Context: an optimization exercise on an open-source flow, tuned for small area, a short achievable clock period and few clock cycles per item. The choices shown serve that exercise and are no tape-out recipe. Where RTL was checked, it was by simulation tests only, not by an equivalence proof against the original. For run 2, only the layout was checked, not whether the RTL still works.

## flow/design.v (module list and top-level ports; edited modules follow where they fit)
// module fta_add_align: 28 lines
// module fta_add_sum: 19 lines
// module fta_add_norm: 30 lines
// module fta_mul_pp: 1281 lines
// module fta_booth_enc: 30 lines
// module fta_mul_red: 247 lines
// module fta_div_init: 11 lines
// module fta_div_qsel: 57 lines
// module fta_div_csa: 22 lines
// module fta_div_prep: 13 lines
// module fta_div_fin: 15 lines
// module fp32_truncating_alu_top: 530 lines
module fp32_truncating_alu_top
(
   input  wire logic        clock,
   input  wire logic        reset,
   input  wire logic        req_tvalid,
   output logic             req_tready,
   input  wire logic [71:0] req_tdata,
   output logic             rsp_tvalid,
   input  wire logic        rsp_tready,
   output logic [39:0]      rsp_tdata
);
  // ...
==> flow/flow/run.sh <==
#!/bin/bash
# Standard layout, with timing repair aiming below the clock period: repair
# works on every path with less than SETUP_SLACK_MARGIN ns of slack.
set -euo pipefail
bash standard.sh SETUP_SLACK_MARGIN=6.5 finish > standard_flow.log 2>&1
==> flow/standard.sh <==
#!/bin/bash
# synth_recipe.tcl (not shown) runs the flow's synth.tcl, then flattens the netlist and writes it again
# the make line also repeats each setting of config.mk as NAME=value (left out here)
make -C /OpenROAD-flow-scripts/flow DESIGN_CONFIG=/design/flow/config.mk WORK_HOME=/design/flow/orfs CLKGATE_MAP_FILE= SYNTH_SCRIPT=/design/flow/synth_recipe.tcl "${@:-finish}"
==> flow/config.mk <==
export PLATFORM = sky130hd
export DESIGN_NAME = fp32_truncating_alu_top
export DESIGN_NICKNAME = fp32_truncating_alu_top
export VERILOG_FILES = /design/flow/design.v
export SDC_FILE = /design/flow/constraint.sdc
export NUM_CORES = 4
export LEC_CHECK = 0
export ABC_AREA = 1
export CAP_MARGIN = 20
export CORE_MARGIN = 2
export CORE_UTILIZATION = 40
export SLEW_MARGIN = 20
==> flow/constraint.sdc <==
create_clock -name core_clock -period 12.0 [get_ports {clock}]
set_input_delay 2.4000 -clock core_clock [delete_from_list [all_inputs] [get_ports {clock}]]
set_output_delay 2.4000 -clock core_clock [all_outputs]
set_load 0.01 [all_outputs]
==> out/summary.log, run 1 <==
[clock_tree] CTS tree done
[cells_and_area] total area of sequential cells 0.04618 mm2
[clock_tree] Reg clk slew, reported paths 0.06 ns
[timing] setup violators final 0
[clock_tree] post-cts gate resize count 6
[cells_and_area] signal buffers share of area 0.01798
[routing] met3 wire length 13.58 mm
[timing] RSZ-0062 raised after global routing no
[cells_and_area] register fraction of the total cell area 0.4325
[global_routing] number of antenna violations at the first check in global routing 5
[hold_path] hold path startpoint q4[7]
[setup_path] master of the slowest instance on the critical path sky130_fd_sc_hd__o21ai_4
[timing] worst slew margin relative to its limit 0.2303
[cells_and_area] final std cells w/o fill 12.50k
[cells_and_area] final net count 10.33k
[cells_and_area] multi-input logic portion of the cell area 0.3896
[run_status] result of the run no timing/DRC/antenna violations
[routing] Residual DRC 0
[yosys] fraction of the mapped netlist area in adder cells 0.1816
[hold_path] Hold/Removal Path Class flop to flop
[global_routing] overall overflow remaining after global route 0
[setup_path] capturing instance or port of the critical path c1[12]
[die] I/O pin cnt 118
[timing] final-report hold violation count 0
[clock_tree] Clock Tree Root sky130_fd_sc_hd__clkbuf_16
[setup_path] number of cells on the worst reg-to-reg path 19
[setup_path] worst-path maximum fanout 48
[clock_tree] Post-CTS Hold Buffers 0
[routing] DR iter-0 viols 4620
[routing] uppermost signal routing layer after detailed routing met4
[cells_and_area] FFs & Latches 1554
[timing] period utilization 0.4363
[global_routing] most congested layer reported by global routing met2
[routing] Met1 Routed Length 98.05 mm
Testbench counts, summed over its fixed seeds: cycles 16,120, items 16,000.
==> module fta_div_init, before the edit <==
module fta_div_init
(
   input  wire logic [22:0] a_mantissa,
   input  wire logic [22:0] b_mantissa,
   input  wire logic        ge,
   output logic [26:0]      s,
   output logic [26:0]      c
);
   assign s = ge ? {3'b001, a_mantissa, 1'b1} : {2'b01, a_mantissa, 2'b01};
   assign c = ~{2'b01, b_mantissa, 2'b00};
endmodule
==> module fta_div_fin, before the edit <==
module fta_div_fin
(
   input  wire logic [26:0] s,
   input  wire logic [26:0] c,
   input  wire logic [22:0] t,
   input  wire logic [22:0] tm,
   input  wire logic        ge,
   output logic [22:0]      mant
);
   logic [26:0] w;
   logic [22:0] q;
   assign w    = s + c;
   assign q    = w[26] ? tm : t;
   assign mant = {q[22:1], q[0] & ge};
endmodule
==> module fp32_truncating_alu_top, before the edit <==
module fp32_truncating_alu_top
(
   input  wire logic        clock,
   input  wire logic        reset,
   input  wire logic        req_tvalid,
   output logic             req_tready,
   input  wire logic [71:0] req_tdata,
   output logic             rsp_tvalid,
   input  wire logic        rsp_tready,
   output logic [39:0]      rsp_tdata
);
   logic en;
   logic out_v, skid_v;
   logic [32:0] out_r, skid_r;
   assign en         = ~skid_v;
   assign req_tready = en;
   assign rsp_tvalid = out_v;
   assign rsp_tdata  = {7'd0, out_r};
   logic       v0;
   logic [1:0] op0;
   logic       as0, bs0;
   logic [7:0] ae0, be0;
   logic [22:0] am0, bm0;
   logic       ge0;      
   logic [11:0] bone0, btwo0, bone_i, btwo_i;    
   fta_booth_enc u_benc (.b({1'b1, req_tdata[65:43]}), .bone(bone_i), .btwo(btwo_i));
   always_ff @(posedge clock) begin
      if (reset) v0 <= 1'b0;
      else if (en) v0 <= req_tvalid;
   end
   always_ff @(posedge clock) begin
      if (en) begin
         op0 <= req_tdata[1:0];
         as0 <= req_tdata[2];
         ae0 <= req_tdata[10:3];
         am0 <= req_tdata[33:11];
         bs0 <= req_tdata[34] ^ (req_tdata[1:0] == 2'd1);
         be0 <= req_tdata[42:35];
         bm0 <= req_tdata[65:43];
         ge0 <= req_tdata[33:11] >= req_tdata[65:43];
         bone0 <= bone_i;
         btwo0 <= btwo_i;
      end
   end
   logic isdiv0, ismul0, isadd0;
   assign isdiv0 = (op0 == 2'd3);
   assign ismul0 = (op0 == 2'd2);
   assign isadd0 = ~op0[1];
   logic [26:0] s_i, c_i;
   fta_div_init u_init (.a_mantissa(am0), .b_mantissa(bm0), .ge(ge0), .s(s_i), .c(c_i));
   logic [9:0]  e_div;
   assign e_div = {2'b00, ae0} - {2'b00, be0} + 10'd127 - {9'd0, ~ge0};
   logic st1_p2, st1_o2, st1_t2;
   fta_div_qsel u_qsel2 (.s_top(s_i[26:20]), .c_top(c_i[26:20]), .d3(bm0[22:20]),
                        .pos(st1_p2), .one(st1_o2), .two(st1_t2));
   logic [138:0] m_v;
   fta_mul_pp u_mul_pp (.a({1'b1, am0}), .b({1'b1, bm0}), .bone(bone0), .btwo(btwo0), .v(m_v));
   logic [9:0]  e_mul;
   assign e_mul = {2'b00, ae0} + {2'b00, be0} - 10'd127;
   logic [22:0] a_big;
   logic [23:0] a_sml;
   logic [7:0]  a_e;
   logic        a_sg, a_sub;
   fta_add_align u_align (.a_sign(as0), .a_exponent(ae0), .a_mantissa(am0),
                          .b_sign(bs0), .b_exponent(be0), .b_mantissa(bm0),
                          .big(a_big), .sml(a_sml), .e_big(a_e), .sg_big(a_sg), .eff_sub(a_sub));
   logic        v1;
   logic [1:0]  op1;
   logic [9:0]  e1;
   logic [26:0] s1, c1;
   logic [22:0] d1;
   logic        g1, ge1;
   logic [2:0] q1;    
   logic [61:0] mx1;    
   always_ff @(posedge clock) begin
      if (reset) v1 <= 1'b0;
      else if (en) v1 <= v0;
   end
   always_ff @(posedge clock) begin
      if (en) begin
         op1 <= op0;
         s1  <= isdiv0 ? s_i : ismul0 ? m_v[26:0] : {a_sub, 3'd0, a_big};
         c1  <= isdiv0 ? c_i : ismul0 ? m_v[53:27] : {3'd0, a_sml};
         d1  <= ismul0 ? m_v[76:54] : bm0;
         e1  <= isdiv0 ? e_div : ismul0 ? e_mul : {2'b00, a_e};
         g1  <= isadd0 ? a_sg : (as0 ^ bs0);
         ge1 <= ge0;
         q1  <= {st1_p2, st1_o2, st1_t2};
         mx1 <= m_v[138:77];
      end
   end
   logic [24:0] m_row0, m_row1;
   logic        m_cin;
   fta_mul_red u_mul_red (.v({mx1, d1, c1, s1}), .row0(m_row0), .row1(m_row1), .cin(m_cin));
   logic [24:0] a_mag;
   logic [4:0]  a_lz;
   fta_add_sum u_sum (.big(s1[22:0]), .sml(c1[23:0]), .eff_sub(s1[26]), .mag(a_mag), .lz(a_lz));
   logic isdiv1, ismul1;
   assign isdiv1 = (op1 == 2'd3);
   assign ismul1 = (op1 == 2'd2);
   logic [2:0] st2_qv2;
   assign st2_qv2 = q1;
   logic [26:0] st2_s2, st2_c2;
   fta_div_csa u_csa2 (.s(s1), .c(c1), .b_mantissa(d1),
                      .pos(st2_qv2[2]), .one(st2_qv2[1]), .two(st2_qv2[0]),
                      .s_o(st2_s2), .c_o(st2_c2));
   logic st2_p3, st2_o3, st2_t3;
   fta_div_qsel u_qsel3 (.s_top(st2_s2[26:20]), .c_top(st2_c2[26:20]), .d3(d1[22:20]),
                        .pos(st2_p3), .one(st2_o3), .two(st2_t3));
   logic        v2;
   logic [1:0]  op2;
   logic [9:0]  e2;
   logic [26:0] s2, c2;
   logic [22:0] d2;
   logic        g2, ge2;
   logic [5:0] q2;    
   always_ff @(posedge clock) begin
      if (reset) v2 <= 1'b0;
      else if (en) v2 <= v1;
   end
   always_ff @(posedge clock) begin
      if (en) begin
         op2 <= op1;
         s2  <= isdiv1 ? st2_s2 : ismul1 ? {1'b0, m_cin, m_row0} : {2'b0, a_mag};
         c2  <= isdiv1 ? st2_c2 : ismul1 ? {2'b0, m_row1} : {22'd0, a_lz};
         d2  <= d1;
         e2  <= e1;
         g2  <= g1;
         ge2 <= ge1;
         q2  <= {q1, {st2_p3, st2_o3, st2_t3}};
      end
   end
   logic [24:0] m_p;
   logic [22:0] m_mant;
   logic [9:0]  m_e;
   assign m_p    = s2[24:0] + c2[24:0] + {24'd0, s2[25]};
   assign m_mant = m_p[24] ? m_p[23:1] : m_p[22:0];
   assign m_e    = e2 + {9'd0, m_p[24]};
   logic [22:0] a_mant;
   logic [9:0]  a_eo;
   logic        a_sgo;
   fta_add_norm u_norm (.mag(s2[24:0]), .lz(c2[4:0]), .e_big(e2[7:0]), .sg_big(g2),
                        .mant(a_mant), .e(a_eo), .sg(a_sgo));
   logic isdiv2, ismul2;
   assign isdiv2 = (op2 == 2'd3);
   assign ismul2 = (op2 == 2'd2);
   logic [5:0] st3_qv3;
   assign st3_qv3 = q2;
   logic [26:0] st3_s3, st3_c3;
   fta_div_csa u_csa3 (.s(s2), .c(c2), .b_mantissa(d2),
                      .pos(st3_qv3[2]), .one(st3_qv3[1]), .two(st3_qv3[0]),
                      .s_o(st3_s3), .c_o(st3_c3));
   logic st3_p4, st3_o4, st3_t4;
   fta_div_qsel u_qsel4 (.s_top(st3_s3[26:20]), .c_top(st3_c3[26:20]), .d3(d2[22:20]),
                        .pos(st3_p4), .one(st3_o4), .two(st3_t4));
   logic        v3;
   logic        dv3;     
   logic [8:0]  e3;      
   logic [26:0] s3, c3;
   logic [22:0] d3;
   logic        g3, ge3;
   logic [8:0] q3;    
   logic [9:0]  e3_in;
   assign e3_in = isdiv2 ? e2 : ismul2 ? m_e : a_eo;
   always_ff @(posedge clock) begin
      if (reset) v3 <= 1'b0;
      else if (en) v3 <= v2;
   end
   always_ff @(posedge clock) begin
      if (en) begin
         dv3 <= (op2 == 2'd3);
         s3  <= st3_s3;
         c3  <= st3_c3;
         d3  <= isdiv2 ? d2 : ismul2 ? m_mant : a_mant;
         e3  <= {e3_in[9] | e3_in[8], e3_in[7:0]};
         g3  <= (isdiv2 | ismul2) ? g2 : a_sgo;
         ge3 <= ge2;
         q3  <= {q2, {st3_p4, st3_o4, st3_t4}};
      end
   end
   logic [8:0] st4_qv4;
   assign st4_qv4 = q3;
   logic [26:0] st4_s4, st4_c4;
   fta_div_csa u_csa4 (.s(s3), .c(c3), .b_mantissa(d3),
                      .pos(st4_qv4[2]), .one(st4_qv4[1]), .two(st4_qv4[0]),
                      .s_o(st4_s4), .c_o(st4_c4));
   logic st4_p5, st4_o5, st4_t5;
   fta_div_qsel u_qsel5 (.s_top(st4_s4[26:20]), .c_top(st4_c4[26:20]), .d3(d3[22:20]),
                        .pos(st4_p5), .one(st4_o5), .two(st4_t5));
   logic        v4;
   logic        dv4;     
   logic [8:0]  e4;      
   logic [26:0] s4, c4;
   logic [22:0] d4;
   logic        g4, ge4;
   logic [11:0] q4;    
   always_ff @(posedge clock) begin
      if (reset) v4 <= 1'b0;
      else if (en) v4 <= v3;
   end
   always_ff @(posedge clock) begin
      if (en) begin
         dv4 <= dv3;
         s4  <= st4_s4;
         c4  <= st4_c4;
         d4  <= d3;
         e4  <= e3;
         g4  <= g3;
         ge4 <= ge3;
         q4  <= {q3, {st4_p5, st4_o5, st4_t5}};
      end
   end
   logic [11:0] st5_qv5;
   assign st5_qv5 = q4;
   logic [26:0] st5_s5, st5_c5;
   fta_div_csa u_csa5 (.s(s4), .c(c4), .b_mantissa(d4),
                      .pos(st5_qv5[2]), .one(st5_qv5[1]), .two(st5_qv5[0]),
                      .s_o(st5_s5), .c_o(st5_c5));
   logic st5_p6, st5_o6, st5_t6;
   fta_div_qsel u_qsel6 (.s_top(st5_s5[26:20]), .c_top(st5_c5[26:20]), .d3(d4[22:20]),
                        .pos(st5_p6), .one(st5_o6), .two(st5_t6));
   logic        v5;
   logic        dv5;     
   logic [8:0]  e5;      
   logic [26:0] s5, c5;
   logic [22:0] d5;
   logic        g5, ge5;
   logic [14:0] q5;    
   always_ff @(posedge clock) begin
      if (reset) v5 <= 1'b0;
      else if (en) v5 <= v4;
   end
   always_ff @(posedge clock) begin
      if (en) begin
         dv5 <= dv4;
         s5  <= st5_s5;
         c5  <= st5_c5;
         d5  <= d4;
         e5  <= e4;
         g5  <= g4;
         ge5 <= ge4;
         q5  <= {q4, {st5_p6, st5_o6, st5_t6}};
      end
   end
   logic [14:0] st6_qv6;
   assign st6_qv6 = q5;
   logic [26:0] st6_s6, st6_c6;
   fta_div_csa u_csa6 (.s(s5), .c(c5), .b_mantissa(d5),
                      .pos(st6_qv6[2]), .one(st6_qv6[1]), .two(st6_qv6[0]),
                      .s_o(st6_s6), .c_o(st6_c6));
   logic st6_p7, st6_o7, st6_t7;
   fta_div_qsel u_qsel7 (.s_top(st6_s6[26:20]), .c_top(st6_c6[26:20]), .d3(d5[22:20]),
                        .pos(st6_p7), .one(st6_o7), .two(st6_t7));
   logic        v6;
   logic        dv6;     
   logic [8:0]  e6;      
   logic [26:0] s6, c6;
   logic [22:0] d6;
   logic        g6, ge6;
   logic [17:0] q6;    
   always_ff @(posedge clock) begin
      if (reset) v6 <= 1'b0;
      else if (en) v6 <= v5;
   end
   always_ff @(posedge clock) begin
      if (en) begin
         dv6 <= dv5;
         s6  <= st6_s6;
         c6  <= st6_c6;
         d6  <= d5;
         e6  <= e5;
         g6  <= g5;
         ge6 <= ge5;
         q6  <= {q5, {st6_p7, st6_o7, st6_t7}};
      end
   end
   logic [17:0] st7_qv7;
   assign st7_qv7 = q6;
   logic [26:0] st7_s7, st7_c7;
   fta_div_csa u_csa7 (.s(s6), .c(c6), .b_mantissa(d6),
                      .pos(st7_qv7[2]), .one(st7_qv7[1]), .two(st7_qv7[0]),
                      .s_o(st7_s7), .c_o(st7_c7));
   logic st7_p8, st7_o8, st7_t8;
   fta_div_qsel u_qsel8 (.s_top(st7_s7[26:20]), .c_top(st7_c7[26:20]), .d3(d6[22:20]),
                        .pos(st7_p8), .one(st7_o8), .two(st7_t8));
   logic        v7;
   logic        dv7;     
   logic [8:0]  e7;      
   logic [26:0] s7, c7;
   logic [22:0] d7;
   logic        g7, ge7;
   logic [20:0] q7;    
   always_ff @(posedge clock) begin
      if (reset) v7 <= 1'b0;
      else if (en) v7 <= v6;
   end
   always_ff @(posedge clock) begin
      if (en) begin
         dv7 <= dv6;
         s7  <= st7_s7;
         c7  <= st7_c7;
         d7  <= d6;
         e7  <= e6;
         g7  <= g6;
         ge7 <= ge6;
         q7  <= {q6, {st7_p8, st7_o8, st7_t8}};
      end
   end
   logic [20:0] st8_qv8;
   assign st8_qv8 = q7;
   logic [26:0] st8_s8, st8_c8;
   fta_div_csa u_csa8 (.s(s7), .c(c7), .b_mantissa(d7),
                      .pos(st8_qv8[2]), .one(st8_qv8[1]), .two(st8_qv8[0]),
                      .s_o(st8_s8), .c_o(st8_c8));
   logic st8_p9, st8_o9, st8_t9;
   fta_div_qsel u_qsel9 (.s_top(st8_s8[26:20]), .c_top(st8_c8[26:20]), .d3(d7[22:20]),
                        .pos(st8_p9), .one(st8_o9), .two(st8_t9));
   logic        v8;
   logic        dv8;     
   logic [8:0]  e8;      
   logic [26:0] s8, c8;
   logic [22:0] d8;
   logic        g8, ge8;
   logic [23:0] q8;    
   always_ff @(posedge clock) begin
      if (reset) v8 <= 1'b0;
      else if (en) v8 <= v7;
   end
   always_ff @(posedge clock) begin
      if (en) begin
         dv8 <= dv7;
         s8  <= st8_s8;
         c8  <= st8_c8;
         d8  <= d7;
         e8  <= e7;
         g8  <= g7;
         ge8 <= ge7;
         q8  <= {q7, {st8_p9, st8_o9, st8_t9}};
      end
   end
   logic [23:0] st9_qv9;
   assign st9_qv9 = q8;
   logic [26:0] st9_s9, st9_c9;
   fta_div_csa u_csa9 (.s(s8), .c(c8), .b_mantissa(d8),
                      .pos(st9_qv9[2]), .one(st9_qv9[1]), .two(st9_qv9[0]),
                      .s_o(st9_s9), .c_o(st9_c9));
   logic st9_p10, st9_o10, st9_t10;
   fta_div_qsel u_qsel10 (.s_top(st9_s9[26:20]), .c_top(st9_c9[26:20]), .d3(d8[22:20]),
                        .pos(st9_p10), .one(st9_o10), .two(st9_t10));
   logic        v9;
   logic        dv9;     
   logic [8:0]  e9;      
   logic [26:0] s9, c9;
   logic [22:0] d9;
   logic        g9, ge9;
   logic [26:0] q9;    
   always_ff @(posedge clock) begin
      if (reset) v9 <= 1'b0;
      else if (en) v9 <= v8;
   end
   always_ff @(posedge clock) begin
      if (en) begin
         dv9 <= dv8;
         s9  <= st9_s9;
         c9  <= st9_c9;
         d9  <= d8;
         e9  <= e8;
         g9  <= g8;
         ge9 <= ge8;
         q9  <= {q8, {st9_p10, st9_o10, st9_t10}};
      end
   end
   logic [26:0] st10_qv10;
   assign st10_qv10 = q9;
   logic [26:0] st10_s10, st10_c10;
   fta_div_csa u_csa10 (.s(s9), .c(c9), .b_mantissa(d9),
                      .pos(st10_qv10[2]), .one(st10_qv10[1]), .two(st10_qv10[0]),
                      .s_o(st10_s10), .c_o(st10_c10));
   logic st10_p11, st10_o11, st10_t11;
   fta_div_qsel u_qsel11 (.s_top(st10_s10[26:20]), .c_top(st10_c10[26:20]), .d3(d9[22:20]),
                        .pos(st10_p11), .one(st10_o11), .two(st10_t11));
   logic        v10;
   logic        dv10;     
   logic [8:0]  e10;      
   logic [26:0] s10, c10;
   logic [22:0] d10;
   logic        g10, ge10;
   logic [29:0] q10;    
   always_ff @(posedge clock) begin
      if (reset) v10 <= 1'b0;
      else if (en) v10 <= v9;
   end
   always_ff @(posedge clock) begin
      if (en) begin
         dv10 <= dv9;
         s10  <= st10_s10;
         c10  <= st10_c10;
         d10  <= d9;
         e10  <= e9;
         g10  <= g9;
         ge10 <= ge9;
         q10  <= {q9, {st10_p11, st10_o11, st10_t11}};
      end
   end
   logic [29:0] st11_qv11;
   assign st11_qv11 = q10;
   logic [26:0] st11_s11, st11_c11;
   fta_div_csa u_csa11 (.s(s10), .c(c10), .b_mantissa(d10),
                      .pos(st11_qv11[2]), .one(st11_qv11[1]), .two(st11_qv11[0]),
                      .s_o(st11_s11), .c_o(st11_c11));
   logic st11_p12, st11_o12, st11_t12;
   fta_div_qsel u_qsel12 (.s_top(st11_s11[26:20]), .c_top(st11_c11[26:20]), .d3(d10[22:20]),
                        .pos(st11_p12), .one(st11_o12), .two(st11_t12));
   logic        v11;
   logic        dv11;     
   logic [8:0]  e11;      
   logic [26:0] s11, c11;
   logic [22:0] d11;
   logic        g11, ge11;
   logic [32:0] q11;    
   always_ff @(posedge clock) begin
      if (reset) v11 <= 1'b0;
      else if (en) v11 <= v10;
   end
   always_ff @(posedge clock) begin
      if (en) begin
         dv11 <= dv10;
         s11  <= st11_s11;
         c11  <= st11_c11;
         d11  <= d10;
         e11  <= e10;
         g11  <= g10;
         ge11 <= ge10;
         q11  <= {q10, {st11_p12, st11_o12, st11_t12}};
      end
   end
   logic [32:0] st12_qv12;
   assign st12_qv12 = q11;
   logic [26:0] st12_s12, st12_c12;
   fta_div_csa u_csa12 (.s(s11), .c(c11), .b_mantissa(d11),
                      .pos(st12_qv12[2]), .one(st12_qv12[1]), .two(st12_qv12[0]),
                      .s_o(st12_s12), .c_o(st12_c12));
   logic st12_p13, st12_o13, st12_t13;
   fta_div_qsel u_qsel13 (.s_top(st12_s12[26:20]), .c_top(st12_c12[26:20]), .d3(d11[22:20]),
                        .pos(st12_p13), .one(st12_o13), .two(st12_t13));
   logic        v12;
   logic        dv12;     
   logic [8:0]  e12;      
   logic [26:0] s12, c12;
   logic [22:0] d12;
   logic        g12, ge12;
   logic [35:0] q12;    
   always_ff @(posedge clock) begin
      if (reset) v12 <= 1'b0;
      else if (en) v12 <= v11;
   end
   always_ff @(posedge clock) begin
      if (en) begin
         dv12 <= dv11;
         s12  <= st12_s12;
         c12  <= st12_c12;
         d12  <= d11;
         e12  <= e11;
         g12  <= g11;
         ge12 <= ge11;
         q12  <= {q11, {st12_p13, st12_o13, st12_t13}};
      end
   end
   logic [35:0] st13_qv13;
   assign st13_qv13 = q12;
   logic [26:0] st13_s13, st13_c13;
   fta_div_csa u_csa13 (.s(s12), .c(c12), .b_mantissa(d12),
                      .pos(st13_qv13[2]), .one(st13_qv13[1]), .two(st13_qv13[0]),
                      .s_o(st13_s13), .c_o(st13_c13));
   logic [35:0] qall;
   assign qall = q12;
   logic [23:0] qp, qn;
   always_comb begin
      for (int i = 0; i < 12; i++) begin
         qp[2*i+:2] = qall[3*i+2] ? {qall[3*i], qall[3*i+1]} : 2'b00;
         qn[2*i+:2] = qall[3*i+2] ? 2'b00 : {qall[3*i], qall[3*i+1]};
      end
   end
   logic [22:0] qt, qtm;
   fta_div_prep u_prep (.qp(qp), .qn(qn), .t(qt), .tm(qtm));
   logic        v13;
   logic        dv13;     
   logic [8:0]  e13;      
   logic [26:0] s13, c13;
   logic [22:0] d13;
   logic        g13, ge13;
   logic [22:0] t13, tm13;
   always_ff @(posedge clock) begin
      if (reset) v13 <= 1'b0;
      else if (en) v13 <= v12;
   end
   always_ff @(posedge clock) begin
      if (en) begin
         dv13 <= dv12;
         s13  <= st13_s13;
         c13  <= st13_c13;
         d13  <= d12;
         e13  <= e12;
         g13  <= g12;
         ge13 <= ge12;
         t13  <= qt;
         tm13 <= qtm;
      end
   end
   logic [22:0] dv_mant;
   fta_div_fin u_fin (.s(s13), .c(c13), .t(t13), .tm(tm13), .ge(ge13), .mant(dv_mant));
   logic [32:0] res;
   assign res = {e13[8], dv13 ? dv_mant : d13, e13[7:0], g13};
   logic pop;
   assign pop = out_v & rsp_tready;
   always_ff @(posedge clock) begin
      if (reset) begin
         out_v  <= 1'b0;
         skid_v <= 1'b0;
      end else begin
         if (~out_v | pop) out_v <= skid_v | (en & v13);
         if (skid_v) skid_v <= ~pop;
         else        skid_v <= en & v13 & out_v & ~pop;
      end
   end
   always_ff @(posedge clock) begin
      if (~out_v | pop) out_r <= skid_v ? skid_r : res;
      if (~skid_v) skid_r <= res;
   end
endmodule
==> inputs of run 2 (changes only) <==
--- a/flow/design.v
+++ b/flow/design.v
@@ -1651,122 +1651,82 @@
 `default_nettype wire
 `timescale 1ns / 1ps
 `default_nettype none
+module fta_div_sel
+(
+   input  wire logic [3:0] est,
+   output logic            pos,
+   output logic            neg
+);
+   assign pos = ~est[3];
+   assign neg = est[3] & ~(&est[2:0]);
+endmodule
 module fta_div_init
 (
    input  wire logic [22:0] a_mantissa,
    input  wire logic [22:0] b_mantissa,
    input  wire logic        ge,
    output logic [26:0]      s,
-   output logic [26:0]      c
+   output logic [26:0]      c,
+   output logic             pos,
+   output logic             neg
 );
    assign s = ge ? {3'b001, a_mantissa, 1'b1} : {2'b01, a_mantissa, 2'b01};
-   assign c = ~{2'b01, b_mantissa, 2'b00};
-endmodule
-module fta_div_qsel
-(
-   input  wire logic [6:0] s_top,    
-   input  wire logic [6:0] c_top,    
-   input  wire logic [2:0] d3,       
-   output logic            pos,
-   output logic            one,
-   output logic            two
-);
-   logic [6:0] g0, p0, g1, p1, g2, p2, g3;
-   logic signed [6:0] est;
-   logic signed [6:0] t_m1, t_z, t_p1, t_p2;
-   assign g0 = s_top & c_top;
-   assign p0 = s_top ^ c_top;
-   for (genvar i = 0; i < 7; i++) begin : g_pfx
-      if (i % 2 == 1) begin : g_l1
-         assign g1[i] = g0[i] | (p0[i] & g0[i-1]);
-         assign p1[i] = p0[i] & p0[i-1];
-      end else begin : g_l1c
-         assign g1[i] = g0[i];
-         assign p1[i] = p0[i];
-      end
-      if (i % 4 >= 2) begin : g_l2
-         assign g2[i] = g1[i] | (p1[i] & g1[(i/4)*4+1]);
-         assign p2[i] = p1[i] & p1[(i/4)*4+1];
-      end else begin : g_l2c
-         assign g2[i] = g1[i];
-         assign p2[i] = p1[i];
-      end
-      if (i >= 4) begin : g_l3
-         assign g3[i] = g2[i] | (p2[i] & g2[3]);
-      end else begin : g_l3c
-         assign g3[i] = g2[i];
-      end
-   end
-   assign est = p0 ^ {g3[5:0], 1'b0};
-   always_comb begin
-      case (d3)
-         3'd0:    begin t_m1 = -7'sd13; t_z = -7'sd4; t_p1 = 7'sd4; t_p2 = 7'sd12; end
-         3'd1:    begin t_m1 = -7'sd15; t_z = -7'sd5; t_p1 = 7'sd5; t_p2 = 7'sd14; end
-         3'd2:    begin t_m1 = -7'sd16; t_z = -7'sd5; t_p1 = 7'sd5; t_p2 = 7'sd15; end
-         3'd3:    begin t_m1 = -7'sd17; t_z = -7'sd5; t_p1 = 7'sd6; t_p2 = 7'sd17; end
-         3'd4:    begin t_m1 = -7'sd19; t_z = -7'sd6; t_p1 = 7'sd7; t_p2 = 7'sd19; end
-         3'd5:    begin t_m1 = -7'sd20; t_z = -7'sd6; t_p1 = 7'sd7; t_p2 = 7'sd20; end
-         3'd6:    begin t_m1 = -7'sd21; t_z = -7'sd7; t_p1 = 7'sd8; t_p2 = 7'sd22; end
-         default: begin t_m1 = -7'sd23; t_z = -7'sd7; t_p1 = 7'sd8; t_p2 = 7'sd24; end
-      endcase
-   end
-   logic ge_m1, ge_z, ge_p1, ge_p2;
-   assign ge_m1 = est >= t_m1;
-   assign ge_z  = est >= t_z;
-   assign ge_p1 = est >= t_p1;
-   assign ge_p2 = est >= t_p2;
-   assign pos = ge_p1;
-   assign two = ge_p2 | ~ge_m1;
-   assign one = (ge_p1 & ~ge_p2) | (ge_m1 & ~ge_z);
+   assign c = ~{3'b001, b_mantissa, 1'b0};
+   fta_div_sel u_sel (.est(s[26:23] + c[26:23]), .pos(pos), .neg(neg));
 endmodule
-module fta_div_csa
+module fta_div_row
 (
    input  wire logic [26:0] s,
    input  wire logic [26:0] c,
    input  wire logic [22:0] b_mantissa,
    input  wire logic        pos,
-   input  wire logic        one,
-   input  wire logic        two,
+   input  wire logic        neg,
    output logic [26:0]      s_o,
-   output logic [26:0]      c_o
+   output logic [26:0]      c_o,
+   output logic             npos,
+   output logic             nneg
 );
-   logic [28:0] ys, yc, sel, x, sm, mj;
-   assign ys  = {s, 2'b00};
-   assign yc  = {c, 2'b00};
-   assign sel = ({29{one}} & {3'b000, 1'b1, b_mantissa, 2'b00})
-              | ({29{two}} & {2'b00, 1'b1, b_mantissa, 3'b000});
-   assign x   = sel ^ {29{pos}};
+   logic [27:0] ys, yc, x, sm, mj;
+   assign ys  = {s, 1'b0};
+   assign yc  = {c, 1'b0};
+   assign x   = ({28{pos}} & ~{4'b0001, b_mantissa, 1'b0})
+              | ({28{neg}} &  {4'b0001, b_mantissa, 1'b0});
    assign sm  = ys ^ yc ^ x;
    assign mj  = (ys & yc) | (ys & x) | (yc & x);
    assign s_o = sm[26:0];
    assign c_o = {mj[25:0], pos};
-endmodule
-module fta_div_prep
-(
-   input  wire logic [23:0] qp,      
-   input  wire logic [23:0] qn,      
-   output logic [22:0]      t,
-   output logic [22:0]      tm
-);
-   logic [25:0] q, qm;
-   assign q  = {2'b01, qp} - {2'b00, qn};
-   assign qm = {2'b01, qp} + {2'b11, ~qn};
-   assign t  = q[22:0];
-   assign tm = qm[22:0];
+   logic [3:0] t, e_p, e_z, e_n;
+   logic       m_p, m_z, m_n;
+   logic       p_p, n_p, p_z, n_z, p_n, n_n;
+   assign t   = s[25:22] + c[25:22];
+   assign m_p = (s[21] & c[21]) | ((s[21] | c[21]) & ~b_mantissa[21]);
+   assign m_z = s[21] & c[21];
+   assign m_n = (s[21] & c[21]) | ((s[21] | c[21]) & b_mantissa[21]);
+   assign e_p = t + {3'b110, ~b_mantissa[22]} + {3'd0, m_p};
+   assign e_z = t + {3'd0, m_z};
+   assign e_n = t + {3'b001, b_mantissa[22]} + {3'd0, m_n};
+   fta_div_sel u_sp (.est(e_p), .pos(p_p), .neg(n_p));
+   fta_div_sel u_sz (.est(e_z), .pos(p_z), .neg(n_z));
+   fta_div_sel u_sn (.est(e_n), .pos(p_n), .neg(n_n));
+   assign npos = pos ? p_p : neg ? p_n : p_z;
+   assign nneg = pos ? n_p : neg ? n_n : n_z;
 endmodule
 module fta_div_fin
 (
    input  wire logic [26:0] s,
    input  wire logic [26:0] c,
-   input  wire logic [22:0] t,
-   input  wire logic [22:0] tm,
+   input  wire logic [22:0] qp,      
+   input  wire logic [22:0] qn,      
    input  wire logic        ge,
    output logic [22:0]      mant
 );
    logic [26:0] w;
+   logic [23:0] t, tm;
    logic [22:0] q;
    assign w    = s + c;
-   assign q    = w[26] ? tm : t;
+   assign t    = {1'b1, qp} - {1'b0, qn};
+   assign tm   = {1'b1, qp} + {1'b1, ~qn};
+   assign q    = w[26] ? tm[22:0] : t[22:0];
    assign mant = {q[22:1], q[0] & ge};
 endmodule
 `default_nettype wire
@@ -1821,12 +1781,18 @@
    assign ismul0 = (op0 == 2'd2);
    assign isadd0 = ~op0[1];
    logic [26:0] s_i, c_i;
-   fta_div_init u_init (.a_mantissa(am0), .b_mantissa(bm0), .ge(ge0), .s(s_i), .c(c_i));
+   logic        qp_i, qn_i;
+   fta_div_init u_init (.a_mantissa(am0), .b_mantissa(bm0), .ge(ge0), .s(s_i), .c(c_i), .pos(qp_i), .neg(qn_i));
    logic [9:0]  e_div;
    assign e_div = {2'b00, ae0} - {2'b00, be0} + 10'd127 - {9'd0, ~ge0};
-   logic st1_p2, st1_o2, st1_t2;
-   fta_div_qsel u_qsel2 (.s_top(s_i[26:20]), .c_top(c_i[26:20]), .d3(bm0[22:20]),
-                        .pos(st1_p2), .one(st1_o2), .two(st1_t2));
+   logic [26:0] st1_s2, st1_c2;
+   logic        st1_p3, st1_n3;
+   fta_div_row u_row2 (.s(s_i), .c(c_i), .b_mantissa(bm0), .pos(qp_i), .neg(qn_i),
+                      .s_o(st1_s2), .c_o(st1_c2), .npos(st1_p3), .nneg(st1_n3));
+   logic [26:0] st1_s3, st1_c3;
+   logic        st1_p4, st1_n4;
+   fta_div_row u_row3 (.s(st1_s2), .c(st1_c2), .b_mantissa(bm0), .pos(st1_p3), .neg(st1_n3),
+                      .s_o(st1_s3), .c_o(st1_c3), .npos(st1_p4), .nneg(st1_n4));
    logic [138:0] m_v;
    fta_mul_pp u_mul_pp (.a({1'b1, am0}), .b({1'b1, bm0}), .bone(bone0), .btwo(btwo0), .v(m_v));
    logic [9:0]  e_mul;
@@ -1844,7 +1810,8 @@
    logic [26:0] s1, c1;
    logic [22:0] d1;
    logic        g1, ge1;
-   logic [2:0] q1;    
+   logic        qp1, qn1;    
+   logic [3:0] dg1;    
    logic [61:0] mx1;    
    always_ff @(posedge clock) begin
       if (reset) v1 <= 1'b0;
@@ -1853,13 +1820,15 @@
    always_ff @(posedge clock) begin
       if (en) begin
          op1 <= op0;
-         s1  <= isdiv0 ? s_i : ismul0 ? m_v[26:0] : {a_sub, 3'd0, a_big};
-         c1  <= isdiv0 ? c_i : ismul0 ? m_v[53:27] : {3'd0, a_sml};
+         s1  <= isdiv0 ? st1_s3 : ismul0 ? m_v[26:0] : {a_sub, 3'd0, a_big};
+         c1  <= isdiv0 ? st1_c3 : ismul0 ? m_v[53:27] : {3'd0, a_sml};
          d1  <= ismul0 ? m_v[76:54] : bm0;
          e1  <= isdiv0 ? e_div : ismul0 ? e_mul : {2'b00, a_e};
          g1  <= isadd0 ? a_sg : (as0 ^ bs0);
          ge1 <= ge0;
-         q1  <= {st1_p2, st1_o2, st1_t2};
+         qp1 <= st1_p4;
+         qn1 <= st1_n4;
+         dg1 <= {{qp_i, qn_i}, st1_p3, st1_n3};
          mx1 <= m_v[138:77];
       end
    end
@@ -1872,22 +1841,26 @@
    logic isdiv1, ismul1;
    assign isdiv1 = (op1 == 2'd3);
    assign ismul1 = (op1 == 2'd2);
-   logic [2:0] st2_qv2;
-   assign st2_qv2 = q1;
-   logic [26:0] st2_s2, st2_c2;
-   fta_div_csa u_csa2 (.s(s1), .c(c1), .b_mantissa(d1),
-                      .pos(st2_qv2[2]), .one(st2_qv2[1]), .two(st2_qv2[0]),
-                      .s_o(st2_s2), .c_o(st2_c2));
-   logic st2_p3, st2_o3, st2_t3;
-   fta_div_qsel u_qsel3 (.s_top(st2_s2[26:20]), .c_top(st2_c2[26:20]), .d3(d1[22:20]),
-                        .pos(st2_p3), .one(st2_o3), .two(st2_t3));
+   logic [26:0] st2_s4, st2_c4;
+   logic        st2_p5, st2_n5;
+   fta_div_row u_row4 (.s(s1), .c(c1), .b_mantissa(d1), .pos(qp1), .neg(qn1),
+                      .s_o(st2_s4), .c_o(st2_c4), .npos(st2_p5), .nneg(st2_n5));
+   logic [26:0] st2_s5, st2_c5;
+   logic        st2_p6, st2_n6;
+   fta_div_row u_row5 (.s(st2_s4), .c(st2_c4), .b_mantissa(d1), .pos(st2_p5), .neg(st2_n5),
+                      .s_o(st2_s5), .c_o(st2_c5), .npos(st2_p6), .nneg(st2_n6));
+   logic [26:0] st2_s6, st2_c6;
+   logic        st2_p7, st2_n7;
+   fta_div_row u_row6 (.s(st2_s5), .c(st2_c5), .b_mantissa(d1), .pos(st2_p6), .neg(st2_n6),
+                      .s_o(st2_s6), .c_o(st2_c6), .npos(st2_p7), .nneg(st2_n7));
    logic        v2;
    logic [1:0]  op2;
    logic [9:0]  e2;
    logic [26:0] s2, c2;
    logic [22:0] d2;
    logic        g2, ge2;
-   logic [5:0] q2;    
+   logic        qp2, qn2;    
+   logic [9:0] dg2;    
    always_ff @(posedge clock) begin
       if (reset) v2 <= 1'b0;
       else if (en) v2 <= v1;
@@ -1895,13 +1868,15 @@
    always_ff @(posedge clock) begin
       if (en) begin
          op2 <= op1;
-         s2  <= isdiv1 ? st2_s2 : ismul1 ? {1'b0, m_cin, m_row0} : {2'b0, a_mag};
-         c2  <= isdiv1 ? st2_c2 : ismul1 ? {2'b0, m_row1} : {22'd0, a_lz};
+         s2  <= isdiv1 ? st2_s6 : ismul1 ? {1'b0, m_cin, m_row0} : {2'b0, a_mag};
+         c2  <= isdiv1 ? st2_c6 : ismul1 ? {2'b0, m_row1} : {22'd0, a_lz};
          d2  <= d1;
          e2  <= e1;
          g2  <= g1;
          ge2 <= ge1;
-         q2  <= {q1, {st2_p3, st2_o3, st2_t3}};
+         qp2 <= st2_p7;
+         qn2 <= st2_n7;
+         dg2 <= {{{dg1, qp1, qn1}, st2_p5, st2_n5}, st2_p6, st2_n6};
       end
    end
    logic [24:0] m_p;
@@ -1918,22 +1893,26 @@
    logic isdiv2, ismul2;
    assign isdiv2 = (op2 == 2'd3);
    assign ismul2 = (op2 == 2'd2);
-   logic [5:0] st3_qv3;
-   assign st3_qv3 = q2;
-   logic [26:0] st3_s3, st3_c3;
-   fta_div_csa u_csa3 (.s(s2), .c(c2), .b_mantissa(d2),
-                      .pos(st3_qv3[2]), .one(st3_qv3[1]), .two(st3_qv3[0]),
-                      .s_o(st3_s3), .c_o(st3_c3));
-   logic st3_p4, st3_o4, st3_t4;
-   fta_div_qsel u_qsel4 (.s_top(st3_s3[26:20]), .c_top(st3_c3[26:20]), .d3(d2[22:20]),
-                        .pos(st3_p4), .one(st3_o4), .two(st3_t4));
+   logic [26:0] st3_s7, st3_c7;
+   logic        st3_p8, st3_n8;
+   fta_div_row u_row7 (.s(s2), .c(c2), .b_mantissa(d2), .pos(qp2), .neg(qn2),
+                      .s_o(st3_s7), .c_o(st3_c7), .npos(st3_p8), .nneg(st3_n8));
+   logic [26:0] st3_s8, st3_c8;
+   logic        st3_p9, st3_n9;
+   fta_div_row u_row8 (.s(st3_s7), .c(st3_c7), .b_mantissa(d2), .pos(st3_p8), .neg(st3_n8),
+                      .s_o(st3_s8), .c_o(st3_c8), .npos(st3_p9), .nneg(st3_n9));
+   logic [26:0] st3_s9, st3_c9;
+   logic        st3_p10, st3_n10;
+   fta_div_row u_row9 (.s(st3_s8), .c(st3_c8), .b_mantissa(d2), .pos(st3_p9), .neg(st3_n9),
+                      .s_o(st3_s9), .c_o(st3_c9), .npos(st3_p10), .nneg(st3_n10));
    logic        v3;
    logic        dv3;     
    logic [8:0]  e3;      
    logic [26:0] s3, c3;
    logic [22:0] d3;
    logic        g3, ge3;
-   logic [8:0] q3;    
+   logic        qp3, qn3;    
+   logic [15:0] dg3;    
    logic [9:0]  e3_in;
    assign e3_in = isdiv2 ? e2 : ismul2 ? m_e : a_eo;
    always_ff @(posedge clock) begin
@@ -1943,31 +1922,37 @@
    always_ff @(posedge clock) begin
       if (en) begin
          dv3 <= (op2 == 2'd3);
-         s3  <= st3_s3;
-         c3  <= st3_c3;
+         s3  <= st3_s9;
+         c3  <= st3_c9;
          d3  <= isdiv2 ? d2 : ismul2 ? m_mant : a_mant;
          e3  <= {e3_in[9] | e3_in[8], e3_in[7:0]};
          g3  <= (isdiv2 | ismul2) ? g2 : a_sgo;
          ge3 <= ge2;
-         q3  <= {q2, {st3_p4, st3_o4, st3_t4}};
-      end
-   end
-   logic [8:0] st4_qv4;
-   assign st4_qv4 = q3;
-   logic [26:0] st4_s4, st4_c4;
-   fta_div_csa u_csa4 (.s(s3), .c(c3), .b_mantissa(d3),
-                      .pos(st4_qv4[2]), .one(st4_qv4[1]), .two(st4_qv4[0]),
-                      .s_o(st4_s4), .c_o(st4_c4));
-   logic st4_p5, st4_o5, st4_t5;
-   fta_div_qsel u_qsel5 (.s_top(st4_s4[26:20]), .c_top(st4_c4[26:20]), .d3(d3[22:20]),
-                        .pos(st4_p5), .one(st4_o5), .two(st4_t5));
+         qp3 <= st3_p10;
+         qn3 <= st3_n10;
+         dg3 <= {{{dg2, qp2, qn2}, st3_p8, st3_n8}, st3_p9, st3_n9};
+      end
+   end
+   logic [26:0] st4_s10, st4_c10;
+   logic        st4_p11, st4_n11;
+   fta_div_row u_row10 (.s(s3), .c(c3), .b_mantissa(d3), .pos(qp3), .neg(qn3),
+                      .s_o(st4_s10), .c_o(st4_c10), .npos(st4_p11), .nneg(st4_n11));
+   logic [26:0] st4_s11, st4_c11;
+   logic        st4_p12, st4_n12;
+   fta_div_row u_row11 (.s(st4_s10), .c(st4_c10), .b_mantissa(d3), .pos(st4_p11), .neg(st4_n11),
+                      .s_o(st4_s11), .c_o(st4_c11), .npos(st4_p12), .nneg(st4_n12));
+   logic [26:0] st4_s12, st4_c12;
+   logic        st4_p13, st4_n13;
+   fta_div_row u_row12 (.s(st4_s11), .c(st4_c11), .b_mantissa(d3), .pos(st4_p12), .neg(st4_n12),
+                      .s_o(st4_s12), .c_o(st4_c12), .npos(st4_p13), .nneg(st4_n13));
    logic        v4;
    logic        dv4;     
    logic [8:0]  e4;      
    logic [26:0] s4, c4;
    logic [22:0] d4;
    logic        g4, ge4;
-   logic [11:0] q4;    
+   logic        qp4, qn4;    
+   logic [21:0] dg4;    
    always_ff @(posedge clock) begin
       if (reset) v4 <= 1'b0;
       else if (en) v4 <= v3;
@@ -1975,31 +1960,37 @@
    always_ff @(posedge clock) begin
       if (en) begin
          dv4 <= dv3;
-         s4  <= st4_s4;
-         c4  <= st4_c4;
+         s4  <= st4_s12;
+         c4  <= st4_c12;
          d4  <= d3;
          e4  <= e3;
          g4  <= g3;
          ge4 <= ge3;
-         q4  <= {q3, {st4_p5, st4_o5, st4_t5}};
-      end
-   end
-   logic [11:0] st5_qv5;
-   assign st5_qv5 = q4;
-   logic [26:0] st5_s5, st5_c5;
-   fta_div_csa u_csa5 (.s(s4), .c(c4), .b_mantissa(d4),
-                      .pos(st5_qv5[2]), .one(st5_qv5[1]), .two(st5_qv5[0]),
-                      .s_o(st5_s5), .c_o(st5_c5));
-   logic st5_p6, st5_o6, st5_t6;
-   fta_div_qsel u_qsel6 (.s_top(st5_s5[26:20]), .c_top(st5_c5[26:20]), .d3(d4[22:20]),
-                        .pos(st5_p6), .one(st5_o6), .two(st5_t6));
+         qp4 <= st4_p13;
+         qn4 <= st4_n13;
+         dg4 <= {{{dg3, qp3, qn3}, st4_p11, st4_n11}, st4_p12, st4_n12};
+      end
+   end
+   logic [26:0] st5_s13, st5_c13;
+   logic        st5_p14, st5_n14;
+   fta_div_row u_row13 (.s(s4), .c(c4), .b_mantissa(d4), .pos(qp4), .neg(qn4),
+                      .s_o(st5_s13), .c_o(st5_c13), .npos(st5_p14), .nneg(st5_n14));
+   logic [26:0] st5_s14, st5_c14;
+   logic        st5_p15, st5_n15;
+   fta_div_row u_row14 (.s(st5_s13), .c(st5_c13), .b_mantissa(d4), .pos(st5_p14), .neg(st5_n14),
+                      .s_o(st5_s14), .c_o(st5_c14), .npos(st5_p15), .nneg(st5_n15));
+   logic [26:0] st5_s15, st5_c15;
+   logic        st5_p16, st5_n16;
+   fta_div_row u_row15 (.s(st5_s14), .c(st5_c14), .b_mantissa(d4), .pos(st5_p15), .neg(st5_n15),
+                      .s_o(st5_s15), .c_o(st5_c15), .npos(st5_p16), .nneg(st5_n16));
    logic        v5;
    logic        dv5;     
    logic [8:0]  e5;      
    logic [26:0] s5, c5;
    logic [22:0] d5;
    logic        g5, ge5;
-   logic [14:0] q5;    
+   logic        qp5, qn5;    
+   logic [27:0] dg5;    
    always_ff @(posedge clock) begin
       if (reset) v5 <= 1'b0;
       else if (en) v5 <= v4;
@@ -2007,31 +1998,37 @@
    always_ff @(posedge clock) begin
       if (en) begin
          dv5 <= dv4;
-         s5  <= st5_s5;
-         c5  <= st5_c5;
+         s5  <= st5_s15;
+         c5  <= st5_c15;
          d5  <= d4;
          e5  <= e4;
          g5  <= g4;
          ge5 <= ge4;
-         q5  <= {q4, {st5_p6, st5_o6, st5_t6}};
-      end
-   end
-   logic [14:0] st6_qv6;
-   assign st6_qv6 = q5;
-   logic [26:0] st6_s6, st6_c6;
-   fta_div_csa u_csa6 (.s(s5), .c(c5), .b_mantissa(d5),
-                      .pos(st6_qv6[2]), .one(st6_qv6[1]), .two(st6_qv6[0]),
-                      .s_o(st6_s6), .c_o(st6_c6));
-   logic st6_p7, st6_o7, st6_t7;
-   fta_div_qsel u_qsel7 (.s_top(st6_s6[26:20]), .c_top(st6_c6[26:20]), .d3(d5[22:20]),
-                        .pos(st6_p7), .one(st6_o7), .two(st6_t7));
+         qp5 <= st5_p16;
+         qn5 <= st5_n16;
+         dg5 <= {{{dg4, qp4, qn4}, st5_p14, st5_n14}, st5_p15, st5_n15};
+      end
+   end
+   logic [26:0] st6_s16, st6_c16;
+   logic        st6_p17, st6_n17;
+   fta_div_row u_row16 (.s(s5), .c(c5), .b_mantissa(d5), .pos(qp5), .neg(qn5),
+                      .s_o(st6_s16), .c_o(st6_c16), .npos(st6_p17), .nneg(st6_n17));
+   logic [26:0] st6_s17, st6_c17;
+   logic        st6_p18, st6_n18;
+   fta_div_row u_row17 (.s(st6_s16), .c(st6_c16), .b_mantissa(d5), .pos(st6_p17), .neg(st6_n17),
+                      .s_o(st6_s17), .c_o(st6_c17), .npos(st6_p18), .nneg(st6_n18));
+   logic [26:0] st6_s18, st6_c18;
+   logic        st6_p19, st6_n19;
+   fta_div_row u_row18 (.s(st6_s17), .c(st6_c17), .b_mantissa(d5), .pos(st6_p18), .neg(st6_n18),
+                      .s_o(st6_s18), .c_o(st6_c18), .npos(st6_p19), .nneg(st6_n19));
    logic        v6;
    logic        dv6;     
    logic [8:0]  e6;      
    logic [26:0] s6, c6;
    logic [22:0] d6;
    logic        g6, ge6;
-   logic [17:0] q6;    
+   logic        qp6, qn6;    
+   logic [33:0] dg6;    
    always_ff @(posedge clock) begin
       if (reset) v6 <= 1'b0;
       else if (en) v6 <= v5;
@@ -2039,31 +2036,37 @@
    always_ff @(posedge clock) begin
       if (en) begin
          dv6 <= dv5;
-         s6  <= st6_s6;
-         c6  <= st6_c6;
+         s6  <= st6_s18;
+         c6  <= st6_c18;
          d6  <= d5;
          e6  <= e5;
          g6  <= g5;
          ge6 <= ge5;
-         q6  <= {q5, {st6_p7, st6_o7, st6_t7}};
-      end
-   end
-   logic [17:0] st7_qv7;
-   assign st7_qv7 = q6;
-   logic [26:0] st7_s7, st7_c7;
-   fta_div_csa u_csa7 (.s(s6), .c(c6), .b_mantissa(d6),
-                      .pos(st7_qv7[2]), .one(st7_qv7[1]), .two(st7_qv7[0]),
-                      .s_o(st7_s7), .c_o(st7_c7));
-   logic st7_p8, st7_o8, st7_t8;
-   fta_div_qsel u_qsel8 (.s_top(st7_s7[26:20]), .c_top(st7_c7[26:20]), .d3(d6[22:20]),
-                        .pos(st7_p8), .one(st7_o8), .two(st7_t8));
+         qp6 <= st6_p19;
+         qn6 <= st6_n19;
+         dg6 <= {{{dg5, qp5, qn5}, st6_p17, st6_n17}, st6_p18, st6_n18};
+      end
+   end
+   logic [26:0] st7_s19, st7_c19;
+   logic        st7_p20, st7_n20;
+   fta_div_row u_row19 (.s(s6), .c(c6), .b_mantissa(d6), .pos(qp6), .neg(qn6),
+                      .s_o(st7_s19), .c_o(st7_c19), .npos(st7_p20), .nneg(st7_n20));
+   logic [26:0] st7_s20, st7_c20;
+   logic        st7_p21, st7_n21;
+   fta_div_row u_row20 (.s(st7_s19), .c(st7_c19), .b_mantissa(d6), .pos(st7_p20), .neg(st7_n20),
+                      .s_o(st7_s20), .c_o(st7_c20), .npos(st7_p21), .nneg(st7_n21));
+   logic [26:0] st7_s21, st7_c21;
+   logic        st7_p22, st7_n22;
+   fta_div_row u_row21 (.s(st7_s20), .c(st7_c20), .b_mantissa(d6), .pos(st7_p21), .neg(st7_n21),
+                      .s_o(st7_s21), .c_o(st7_c21), .npos(st7_p22), .nneg(st7_n22));
    logic        v7;
    logic        dv7;     
    logic [8:0]  e7;      
    logic [26:0] s7, c7;
    logic [22:0] d7;
    logic        g7, ge7;
-   logic [20:0] q7;    
+   logic        qp7, qn7;    
+   logic [39:0] dg7;    
    always_ff @(posedge clock) begin
       if (reset) v7 <= 1'b0;
       else if (en) v7 <= v6;
@@ -2071,31 +2074,37 @@
    always_ff @(posedge clock) begin
       if (en) begin
          dv7 <= dv6;
-         s7  <= st7_s7;
-         c7  <= st7_c7;
+         s7  <= st7_s21;
+         c7  <= st7_c21;
          d7  <= d6;
          e7  <= e6;
          g7  <= g6;
          ge7 <= ge6;
-         q7  <= {q6, {st7_p8, st7_o8, st7_t8}};
-      end
-   end
-   logic [20:0] st8_qv8;
-   assign st8_qv8 = q7;
-   logic [26:0] st8_s8, st8_c8;
-   fta_div_csa u_csa8 (.s(s7), .c(c7), .b_mantissa(d7),
-                      .pos(st8_qv8[2]), .one(st8_qv8[1]), .two(st8_qv8[0]),
-                      .s_o(st8_s8), .c_o(st8_c8));
-   logic st8_p9, st8_o9, st8_t9;
-   fta_div_qsel u_qsel9 (.s_top(st8_s8[26:20]), .c_top(st8_c8[26:20]), .d3(d7[22:20]),
-                        .pos(st8_p9), .one(st8_o9), .two(st8_t9));
+         qp7 <= st7_p22;
+         qn7 <= st7_n22;
+         dg7 <= {{{dg6, qp6, qn6}, st7_p20, st7_n20}, st7_p21, st7_n21};
+      end
+   end
+   logic [26:0] st8_s22, st8_c22;
+   logic        st8_p23, st8_n23;
+   fta_div_row u_row22 (.s(s7), .c(c7), .b_mantissa(d7), .pos(qp7), .neg(qn7),
+                      .s_o(st8_s22), .c_o(st8_c22), .npos(st8_p23), .nneg(st8_n23));
+   logic [26:0] st8_s23, st8_c23;
+   logic        st8_p24, st8_n24;
+   fta_div_row u_row23 (.s(st8_s22), .c(st8_c22), .b_mantissa(d7), .pos(st8_p23), .neg(st8_n23),
+                      .s_o(st8_s23), .c_o(st8_c23), .npos(st8_p24), .nneg(st8_n24));
+   logic [26:0] st8_s24, st8_c24;
+   logic        st8_p25, st8_n25;
+   fta_div_row u_row24 (.s(st8_s23), .c(st8_c23), .b_mantissa(d7), .pos(st8_p24), .neg(st8_n24),
+                      .s_o(st8_s24), .c_o(st8_c24), .npos(st8_p25), .nneg(st8_n25));
    logic        v8;
    logic        dv8;     
    logic [8:0]  e8;      
    logic [26:0] s8, c8;
    logic [22:0] d8;
    logic        g8, ge8;
-   logic [23:0] q8;    
+   logic        qp8, qn8;    
+   logic [45:0] dg8;    
    always_ff @(posedge clock) begin
       if (reset) v8 <= 1'b0;
       else if (en) v8 <= v7;
@@ -2103,188 +2112,28 @@
    always_ff @(posedge clock) begin
       if (en) begin
          dv8 <= dv7;
-         s8  <= st8_s8;
-         c8  <= st8_c8;
+         s8  <= st8_s24;
+         c8  <= st8_c24;
          d8  <= d7;
          e8  <= e7;
          g8  <= g7;
          ge8 <= ge7;
-         q8  <= {q7, {st8_p9, st8_o9, st8_t9}};
+         qp8 <= st8_p25;
+         qn8 <= st8_n25;
+         dg8 <= {{{dg7, qp7, qn7}, st8_p23, st8_n23}, st8_p24, st8_n24};
       end
    end
-   logic [23:0] st9_qv9;
-   assign st9_qv9 = q8;
-   logic [26:0] st9_s9, st9_c9;
-   fta_div_csa u_csa9 (.s(s8), .c(c8), .b_mantissa(d8),
-                      .pos(st9_qv9[2]), .one(st9_qv9[1]), .two(st9_qv9[0]),
-                      .s_o(st9_s9), .c_o(st9_c9));
-   logic st9_p10, st9_o10, st9_t10;
-   fta_div_qsel u_qsel10 (.s_top(st9_s9[26:20]), .c_top(st9_c9[26:20]), .d3(d8[22:20]),
-                        .pos(st9_p10), .one(st9_o10), .two(st9_t10));
-   logic        v9;
-   logic        dv9;     
-   logic [8:0]  e9;      
-   logic [26:0] s9, c9;
-   logic [22:0] d9;
-   logic        g9, ge9;
-   logic [26:0] q9;    
-   always_ff @(posedge clock) begin
-      if (reset) v9 <= 1'b0;
-      else if (en) v9 <= v8;
-   end
-   always_ff @(posedge clock) begin
-      if (en) begin
-         dv9 <= dv8;
-         s9  <= st9_s9;
-         c9  <= st9_c9;
-         d9  <= d8;
-         e9  <= e8;
-         g9  <= g8;
-         ge9 <= ge8;
-         q9  <= {q8, {st9_p10, st9_o10, st9_t10}};
-      end
-   end
-   logic [26:0] st10_qv10;
-   assign st10_qv10 = q9;
-   logic [26:0] st10_s10, st10_c10;
-   fta_div_csa u_csa10 (.s(s9), .c(c9), .b_mantissa(d9),
-                      .pos(st10_qv10[2]), .one(st10_qv10[1]), .two(st10_qv10[0]),
-                      .s_o(st10_s10), .c_o(st10_c10));
-   logic st10_p11, st10_o11, st10_t11;
-   fta_div_qsel u_qsel11 (.s_top(st10_s10[26:20]), .c_top(st10_c10[26:20]), .d3(d9[22:20]),
-                        .pos(st10_p11), .one(st10_o11), .two(st10_t11));
-   logic        v10;
-   logic        dv10;     
-   logic [8:0]  e10;      
-   logic [26:0] s10, c10;
-   logic [22:0] d10;
-   logic        g10, ge10;
-   logic [29:0] q10;    
-   always_ff @(posedge clock) begin
-      if (reset) v10 <= 1'b0;
-      else if (en) v10 <= v9;
-   end
-   always_ff @(posedge clock) begin
-      if (en) begin
-         dv10 <= dv9;
-         s10  <= st10_s10;
-         c10  <= st10_c10;
-         d10  <= d9;
-         e10  <= e9;
-         g10  <= g9;
-         ge10 <= ge9;
-         q10  <= {q9, {st10_p11, st10_o11, st10_t11}};
-      end
-   end
-   logic [29:0] st11_qv11;
-   assign st11_qv11 = q10;
-   logic [26:0] st11_s11, st11_c11;
-   fta_div_csa u_csa11 (.s(s10), .c(c10), .b_mantissa(d10),
-                      .pos(st11_qv11[2]), .one(st11_qv11[1]), .two(st11_qv11[0]),
-                      .s_o(st11_s11), .c_o(st11_c11));
-   logic st11_p12, st11_o12, st11_t12;
-   fta_div_qsel u_qsel12 (.s_top(st11_s11[26:20]), .c_top(st11_c11[26:20]), .d3(d10[22:20]),
-                        .pos(st11_p12), .one(st11_o12), .two(st11_t12));
-   logic        v11;
-   logic        dv11;     
-   logic [8:0]  e11;      
-   logic [26:0] s11, c11;
-   logic [22:0] d11;
-   logic        g11, ge11;
-   logic [32:0] q11;    
-   always_ff @(posedge clock) begin
-      if (reset) v11 <= 1'b0;
-      else if (en) v11 <= v10;
-   end
-   always_ff @(posedge clock) begin
-      if (en) begin
-         dv11 <= dv10;
-         s11  <= st11_s11;
-         c11  <= st11_c11;
-         d11  <= d10;
-         e11  <= e10;
-         g11  <= g10;
-         ge11 <= ge10;
-         q11  <= {q10, {st11_p12, st11_o12, st11_t12}};
-      end
-   end
-   logic [32:0] st12_qv12;
-   assign st12_qv12 = q11;
-   logic [26:0] st12_s12, st12_c12;
-   fta_div_csa u_csa12 (.s(s11), .c(c11), .b_mantissa(d11),
-                      .pos(st12_qv12[2]), .one(st12_qv12[1]), .two(st12_qv12[0]),
-                      .s_o(st12_s12), .c_o(st12_c12));
-   logic st12_p13, st12_o13, st12_t13;
-   fta_div_qsel u_qsel13 (.s_top(st12_s12[26:20]), .c_top(st12_c12[26:20]), .d3(d11[22:20]),
-                        .pos(st12_p13), .one(st12_o13), .two(st12_t13));
-   logic        v12;
-   logic        dv12;     
-   logic [8:0]  e12;      
-   logic [26:0] s12, c12;
-   logic [22:0] d12;
-   logic        g12, ge12;
-   logic [35:0] q12;    
-   always_ff @(posedge clock) begin
-      if (reset) v12 <= 1'b0;
-      else if (en) v12 <= v11;
-   end
-   always_ff @(posedge clock) begin
-      if (en) begin
-         dv12 <= dv11;
-         s12  <= st12_s12;
-         c12  <= st12_c12;
-         d12  <= d11;
-         e12  <= e11;
-         g12  <= g11;
-         ge12 <= ge11;
-         q12  <= {q11, {st12_p13, st12_o13, st12_t13}};
-      end
-   end
-   logic [35:0] st13_qv13;
-   assign st13_qv13 = q12;
-   logic [26:0] st13_s13, st13_c13;
-   fta_div_csa u_csa13 (.s(s12), .c(c12), .b_mantissa(d12),
-                      .pos(st13_qv13[2]), .one(st13_qv13[1]), .two(st13_qv13[0]),
-                      .s_o(st13_s13), .c_o(st13_c13));
-   logic [35:0] qall;
-   assign qall = q12;
-   logic [23:0] qp, qn;
+   logic [22:0] qpv, qnv;
    always_comb begin
-      for (int i = 0; i < 12; i++) begin
-         qp[2*i+:2] = qall[3*i+2] ? {qall[3*i], qall[3*i+1]} : 2'b00;
-         qn[2*i+:2] = qall[3*i+2] ? 2'b00 : {qall[3*i], qall[3*i+1]};
-      end
-   end
-   logic [22:0] qt, qtm;
-   fta_div_prep u_prep (.qp(qp), .qn(qn), .t(qt), .tm(qtm));
-   logic        v13;
-   logic        dv13;     
-   logic [8:0]  e13;      
-   logic [26:0] s13, c13;
-   logic [22:0] d13;
-   logic        g13, ge13;
-   logic [22:0] t13, tm13;
-   always_ff @(posedge clock) begin
-      if (reset) v13 <= 1'b0;
-      else if (en) v13 <= v12;
-   end
-   always_ff @(posedge clock) begin
-      if (en) begin
-         dv13 <= dv12;
-         s13  <= st13_s13;
-         c13  <= st13_c13;
-         d13  <= d12;
-         e13  <= e12;
-         g13  <= g12;
-         ge13 <= ge12;
-         t13  <= qt;
-         tm13 <= qtm;
+      for (int i = 0; i < 23; i++) begin
+         qpv[i] = dg8[2*i+1];
+         qnv[i] = dg8[2*i];
       end
    end
    logic [22:0] dv_mant;
-   fta_div_fin u_fin (.s(s13), .c(c13), .t(t13), .tm(tm13), .ge(ge13), .mant(dv_mant));
+   fta_div_fin u_fin (.s(s8), .c(c8), .qp(qpv), .qn(qnv), .ge(ge8), .mant(dv_mant));
    logic [32:0] res;
-   assign res = {e13[8], dv13 ? dv_mant : d13, e13[7:0], g13};
+   assign res = {e8[8], dv8 ? dv_mant : d8, e8[7:0], g8};
    logic pop;
    assign pop = out_v & rsp_tready;
    always_ff @(posedge clock) begin
@@ -2292,9 +2141,9 @@
          out_v  <= 1'b0;
          skid_v <= 1'b0;
       end else begin
-         if (~out_v | pop) out_v <= skid_v | (en & v13);
+         if (~out_v | pop) out_v <= skid_v | (en & v8);
          if (skid_v) skid_v <= ~pop;
-         else        skid_v <= en & v13 & out_v & ~pop;
+         else        skid_v <= en & v8 & out_v & ~pop;
       end
    end
    always_ff @(posedge clock) begin
==> flow/run.sh (new file) <==
#!/bin/bash
# synth_recipe.tcl (not shown) runs the flow's synth.tcl, then flattens the netlist and writes it again
# the make line also repeats each setting of config.mk as NAME=value (left out here)
make -C /OpenROAD-flow-scripts/flow DESIGN_CONFIG=/design/flow/config.mk WORK_HOME=/design/flow/orfs CLKGATE_MAP_FILE= SYNTH_SCRIPT=/design/flow/synth_recipe.tcl finish
removed: flow/flow/run.sh
removed: flow/standard.sh
==> out/summary.log, run 2 <==
[global_routing] combined global-route utilization of all metal layers 0.2478
[cells_and_area] total area of sequential cells 0.03322 mm2 [-28%]
[cells_and_area] largest registers mx1 x60, dg8 x45, dg7 x39
[cells_and_area] Largest register FFs 60
[yosys] fraction of synthesized cell area taken by the top area cell type 0.3706
[timing] period utilization 0.5121 [+0.07585]
[routing] DR iter-0 viols 6056 [+31%]
[timing] final-report hold violation count 0 [unchanged]
[cells_and_area] final net count 10.33k [+0.039%]
[clock_tree] Post-CTS Hold Buffers 0 [unchanged]
[setup_path] startpoint type of the worst setup path flop
[yosys] largest cells by area after synthesis sky130_fd_sc_hd__edfxtp_1 (37%), sky130_fd_sc_hd__fa_1 (19%), sky130_fd_sc_hd__ha_1 (6.9%)
[setup_path] register-to-register setup slack 5.85 ns
[global_routing] overall overflow remaining after global route 0 [unchanged]
[cells_and_area] fraction of layout cells with a size suffix above 1 0.04825
[yosys] mean instance size in the synthesized netlist 9.750 um2
[timing] Least-Margin Pin Slew 1.069 ns
[timing] fin crit period 6.146 ns
[routing] via count normalized by instance count 5.453
[timing] setup violators final 0 [unchanged]
[timing] worst slew margin relative to its limit 0.2864 [+0.05608]
[cells_and_area] filler cell count 20.65k
[setup_path] worst-path maximum fanout 88 [+83%]
[hold_path] Hold/Removal Path Class flop to flop
[routing] Residual DRC 0 [unchanged]
[timing] TNS Setup 0 ns
[timing] Slew Limit Fails 0
[global_routing] vias in the first global route 65.51k
[die] width of the die 471.1 um
[clock_tree] Clock Tree Root sky130_fd_sc_hd__clkbuf_16
[cells_and_area] synthesis-to-layout area growth 10.20%
[cells_and_area] Reg with most FFs mx1
[setup_path] list of cells traversed by the critical path buf_4, inv_2, ha_1, nand2_1, nor4_1, nand3_1, nand2_4, o21ai_2, inv_2, nand4_1, a21oi_1, nand2_1, a21oi_1
[clock_tree] CTS tree done
[setup_path] master of the slowest instance on the critical path sky130_fd_sc_hd__nand2_4
[global_routing] first-pass GRT wire length 414.4 mm
[run] max-capacitance violation count 0
[clock_tree] post-cts gate resize count 0 [-6]
[clock_tree] Reg clk slew, reported paths 0.06 ns [about the same]
[yosys] fraction of the mapped netlist area in adder cells 0.2593 [+0.07768]
[run_status] result of the run no timing/DRC/antenna violations
[routing] mean routed wirelength per cell 23.18 um
[timing] RSZ-0062 raised after global routing no
[yosys] Gate Count Post-Synth 8951
[yosys] async set-reset flop share out of synthesis 0
[global_routing] number of antenna violations at the first check in global routing 8 [+3]
[die] I/O pin cnt 118 [unchanged]
[run 2: cell count changes in the layout (fill, tap and decap cells not counted), sizes merged, moves of 44 or more]
cell	change
o21ai	+440
nand3	+93
ha	-44
xor2	-281
inv	-574
nand2	+519
edfxtp	-428
fa	+280
o22ai	-278
nor2	+76
[run 2: through the flow]
| step | utilization | instance area [um2] | cells | hold slack (ns) |
|---|---|---|---|---|
| final | 0.4433 | 96170 | 11914 | 0.3813 |
| after global routing | 0.4433 | 96170 | 11912 | 0.3827 |
| after CTS | 0.4431 | 96130 | 11910 | 0.3808 |
| after detailed placement | 0.4209 | 91300 | 11662 | 0.4045 |
| after global placement | 0.4209 | 91300 | 11662 | 0.4002 |
| after floorplan | - | 87300 | 8957 | 0.4003 |
[run 2: layout make-up]
| type | count | share of cell area |
|---|---|---|
| clock buffers | 168 | 0.03835 |
| well taps | 2854 | 0.03713 |
| flip-flops and latches | 1121 | 0.3455 |
| diodes | 3 | 0.00007806 |
| clock inverters | 80 | 0.01184 |
| repair buffers | 215 | 0.01988 |
| inverters | 1462 | 0.05715 |
| multi-input cells | 6011 | 0.4901 |
[run 2: kinds of logic after synthesis]
| group | count (synthesis) |
|---|---|
| flip-flops | 1121 |
| adder cells (fa/ha/maj) | 1310 |
| AO/OA/AOI/OAI | 1778 |
| buffers and inverters | 1825 |
| other | 1 |
| AND/OR/NAND/NOR | 2402 |
| multiplexers | 16 |
| XOR/XNOR | 498 |
[run 2: path summary, 6_finish.rpt]
path              to    start  cells past startpoint
max            c1[6]  bm0[21]                     13
min          dg4[17]  dg3[11]                      0
max reg2reg    c1[6]  bm0[21]                     13
min reg2reg  dg4[17]  dg3[11]                      0
[run 2: routing by layer]
layer | up-vias | part of all wire | GRT usage
li1 | 29633 | - | -
met1 | 32011 | 0.40 | 0.3203
met2 | 2632 | 0.47 | 0.4045
met3 | 688 | 0.068 | 0.03808
met4 | 2 | 0.058 | 0.1252
met5 | - | 0.000047 | 0
[run 2: worst max-delay path: cells and delay by family (launching register included)]
kind,cells,cell delay [ns]
flops,1,0.33
compound gates,3,1.01
buf+inv,3,1.52
fa+ha+maj,1,0.45
simple gates,6,2.52

[what the ideal ports hide]
Ports are ideal in the flow. The routed layouts listed here were re-timed in OpenROAD.
Step 1 (the two cells are an assumption about what drives the block):
set clk [get_ports {clock}]
set_driving_cell -lib_cell sky130_fd_sc_hd__clkbuf_16 $clk
set_driving_cell -lib_cell sky130_fd_sc_hd__buf_2 [delete_from_list [all_inputs] $clk]
Step 2 also shifts input and output timing later by t, the mid clock arrival at the registers, as if the neighbouring blocks saw the same clock.
a / b / c = ideal ports / drivers / drivers and shift; a / b = the first two.
| run | t (ns) | setup slack, ns | latest minus earliest clock arrival (ns) |
|---|---|---|---|
| run 1 | 0.905 | 6.765 / 6.765 / 6.765 | 0.058 / 0.058 |
| run 2 | 0.905 | 5.854 / 5.854 / 5.854 | 0.067 / 0.068 |
After both steps setup and hold are still met in every run listed.
